This is an optimization exercise on Yosys and OpenROAD, whose aim is small area, not a production implementation. The RTL was checked by simulation tests, not by an equivalence proof against the original design. Power and IR drop assume default switching activity.

## run A
Design nn_accel, start of the top module:
module nn_accel (
    input  logic         clk_i,
    input  logic         rst_i,
    input  logic         cmd_strobe_i,
    input  logic [31:0]  cmd_addr_i,
    output logic         mem_req_strobe_o,
    output logic         mem_req_rw_o,
    output logic [31:0]  mem_req_addr_o,
    output logic [31:0]  mem_req_wdata_o,
    input  logic         mem_rsp_ready_i,
    input  logic [127:0] mem_rsp_line_i,
    output logic         done_o,
    output logic [31:0]  class_o
);
    localparam logic [2:0] S_IDLE = 3'd0,    
                           S_SIZE = 3'd1,    
                           S_HDR  = 3'd2,    
                           S_WRD  = 3'd3,    
                           S_STEP = 3'd4,    
                           S_WR   = 3'd5,    
                           S_AMAX = 3'd6,    
                           S_ACMP = 3'd7;    
    logic [2:0]  st_q;
    logic        wait_q;       
    logic        done_q;
    logic [29:0] nb_q;         
    logic [29:0] wp_q;         
    logic [5:0]  sp_q;         
    logic [5:0]  sc_q;         
    logic [5:0]  s2_q;         
    logic [5:0]  s3_q;
    logic [1:0]  nl_q;         
    logic [6:0]  ii_q;         
    logic [5:0]  jj_q;         
    logic [5:0]  bi_q;         
    logic [5:0]  kk_q;         
    logic [31:0] w_q;          
    logic [47:0] r_q;          
    logic        xb_q;         
    logic        lo_q;         
    logic        hi_q;         
    logic        cm_q;         
  ...
Size: roughly 200 flip-flops, about 260 I/O pins, roughly 11,000 um2 of cells after synthesis.
==> flow/config.mk <==
export PLATFORM = sky130hd
export DESIGN_NAME = nn_accel
export DESIGN_NICKNAME = nn_accel
export VERILOG_FILES = /design/flow/design.v
export SDC_FILE = /design/flow/constraint.sdc
export NUM_CORES = 4
export LEC_CHECK = 0
export CAP_MARGIN = 10
export CORE_MARGIN = 2
export CORE_UTILIZATION = 40
export SLEW_MARGIN = 10
==> flow/constraint.sdc <==
create_clock -name core_clock -period 12.0 [get_ports {clk_i}]
set_input_delay 2.4000 -clock core_clock [delete_from_list [all_inputs] [get_ports {clk_i}]]
set_output_delay 2.4000 -clock core_clock [all_outputs]
set_load 0.01 [all_outputs]
standard.sh (not shown) runs the stock make flow with config.mk's settings and CLKGATE_MAP_FILE= SYNTH_SCRIPT=/design/flow/synth_recipe.tcl, a recipe that flattens the netlist after the stock synthesis.
==> flow/flow/run.sh <==
#!/bin/bash
# The standard layout, with two changes:
#  - synthesis maps the logic with an area-oriented ABC script (flow/area.abc);
#    every other synthesis step, and so every register, is the standard one
#  - the ports are buffered with the smallest buffer cell
#  - the clock tree uses fewer, larger register clusters
#  - one tie cell drives all the constant outputs
set -euo pipefail
here=$(pwd)
cat > "$here/synth_area.tcl" <<EOT
proc synth {args} { yosys synth -nofsm -noshare {*}\$args }
proc abc {args} {
  set i [lsearch \$args -script]
  set args [lreplace \$args [expr {\$i + 1}] [expr {\$i + 1}] $here/flow/area.abc]
  yosys abc {*}\$args
}
EOT
# the rest is the standard flow's own synthesis script, unchanged
tail -n +2 "$here/synth_recipe.tcl" >> "$here/synth_area.tcl"
export BUFFER_PORTS_ARGS="-buffer_cell sky130_fd_sc_hd__buf_1"
# a few large clusters of registers per clock buffer, no dummy loads
export CTS_ARGS="-sink_clustering_enable -repair_clock_nets -sink_clustering_size 8 -sink_clustering_max_diameter 40 -buf_list sky130_fd_sc_hd__clkbuf_4 -dont_use_dummy_load"
bash standard.sh "SYNTH_SCRIPT=$here/synth_area.tcl" SKIP_REPAIR_TIE_FANOUT=1 finish > "$here/flow_make.log" 2>&1
==> flow/flow/area.abc <==
strash
dc2
dch -f
amap
strash
dc2
dch -f
amap
strash
dch -f
amap -A 10 -F 4
Run A ended with every stage complete and zero timing, DRC or antenna violations.
Input changes introduced in run B (baseline for comparison: run A):
Settings: PLACE_DENSITY: unset -> 0.75; CORE_UTILIZATION: 40 -> 55.
diff --git a/flow/flow/run.sh b/flow/flow/run.sh
--- a/flow/flow/run.sh
+++ b/flow/flow/run.sh
@@ -20,4 +20,4 @@
 export BUFFER_PORTS_ARGS="-buffer_cell sky130_fd_sc_hd__buf_1"
 # a few large clusters of registers per clock buffer, no dummy loads
-export CTS_ARGS="-sink_clustering_enable -repair_clock_nets -sink_clustering_size 8 -sink_clustering_max_diameter 40 -buf_list sky130_fd_sc_hd__clkbuf_4 -dont_use_dummy_load"
+export CTS_ARGS="-sink_clustering_enable -repair_clock_nets -sink_clustering_size 16 -sink_clustering_max_diameter 60 -buf_list sky130_fd_sc_hd__clkbuf_8 -dont_use_dummy_load"
 bash standard.sh "SYNTH_SCRIPT=$here/synth_area.tcl" SKIP_REPAIR_TIE_FANOUT=1 finish > "$here/flow_make.log" 2>&1
==> flow/flow/area.abc <==
strash
&get -n
&deepsyn -T 150
&put
dc2
dch -f
amap
strash
dch -f
amap -A 10 -F 4
==> comparison <==
In the final reports, the cell area of run B is smaller than that of run A. The higher total track usage came out of run B. In the reports for run A and run B, the larger number of optimization iterations in the first detailed-route pass belongs to run B. The detailed route wirelength on metal3 of run B is higher than that of run A. Comparing overall power after layout for run A and run B, the smaller number came from run B. Comparing run A and run B, the lower part of the Yosys area used for sequential elements was measured on run A. Of the two values seen for group drawing the most power, combinational logic was produced by run A and registers by run B. Run A → run B: post-layout minimum cycle time +0.10 ns; count of clock-net buffers in the final layout fell 20. [diff] slack of the critical path, run B relative to run A: regression. Taking run A as the reference, in run B relative area of clock buffers and inverters in the final design dropped 0.15 points; fill cell instance count of the final layout dropped 39%.
Changes in run C relative to run B:
Settings: clearing PLACE_DENSITY, which used to be 0.75; swapping 55 for 40 in CORE_UTILIZATION.
==> flow/flow/area.abc <==
strash
dc2
dch -f
amap
strash
dc2
dch -f
amap
strash
&get -n
&deepsyn -T 60
&put
dch -f
amap -A 10 -F 4
Results
Per the comparison of run C with run B, post-route worst setup slack went up; utilization of the core after routing went down 17 points; xor-xnor portion of the synthesized cell area closely matched the old numbers; buffers plus inverters on the worst setup path now smaller.
Run C against run B: upper clock frequency limit went up 0.00053 GHz, area fraction of clock buffers and clock inverters roughly the same.
The proportion of synthesized chip area in sequential cells number comes out lower for run C vs run B.
Delta(horizontal extent of the die, run C - run B) > 0
## Diff of input files: run D against run C
Settings: CORE_UTILIZATION: 40 -> 55; PLACE_DENSITY: unset -> 0.75.
Results
The power dissipated in sequential cells on run C is in line with that on run D. Summary of run D over run C: maximum clock rate ~0 delta, multi-input combinational area share +0.57 points, met3 usage in global routing +2.8 points. Against run C, run D reports a utilization that is higher. Taking run C as the reference point, the routed length per instance of run D falls by 0.55%.

afterwards: timing with drivers on the ports:
Ports are ideal in the flow. The routed layouts listed here were re-timed in OpenROAD.
Step 1 (the two cells are an assumption about what drives the block):
set clk [get_ports {clk_i}]
set_driving_cell -lib_cell sky130_fd_sc_hd__clkbuf_16 $clk
set_driving_cell -lib_cell sky130_fd_sc_hd__buf_2 [delete_from_list [all_inputs] $clk]
Step 2 adds t to the input delays and takes it off the output delays; t is the mean of the earliest and latest rising clock arrival at the registers after step 1. Input paths then give back, and output paths get back, about the clock's delay inside the block.
Slacks: no drivers / after step 1 / after step 2; pairs: no drivers / after step 1.
run | t (ns) | slack for setup (ns) | worst data-port slew with drivers (ns)
run A | 0.648 | 0.352 / 0.327 / 0.327 | 0.06
run B | 0.534 | 0.247 / 0.210 / 0.210 | 0.08
run C | 0.563 | 0.320 / 0.300 / 0.300 | 0.10
run D | 0.547 | 0.321 / 0.298 / 0.298 | 0.07
After both steps every run listed still meets setup and hold. The setup slack of run B, which loses most, moves by -0.037 ns with the drivers and by -0.037 ns with both steps.
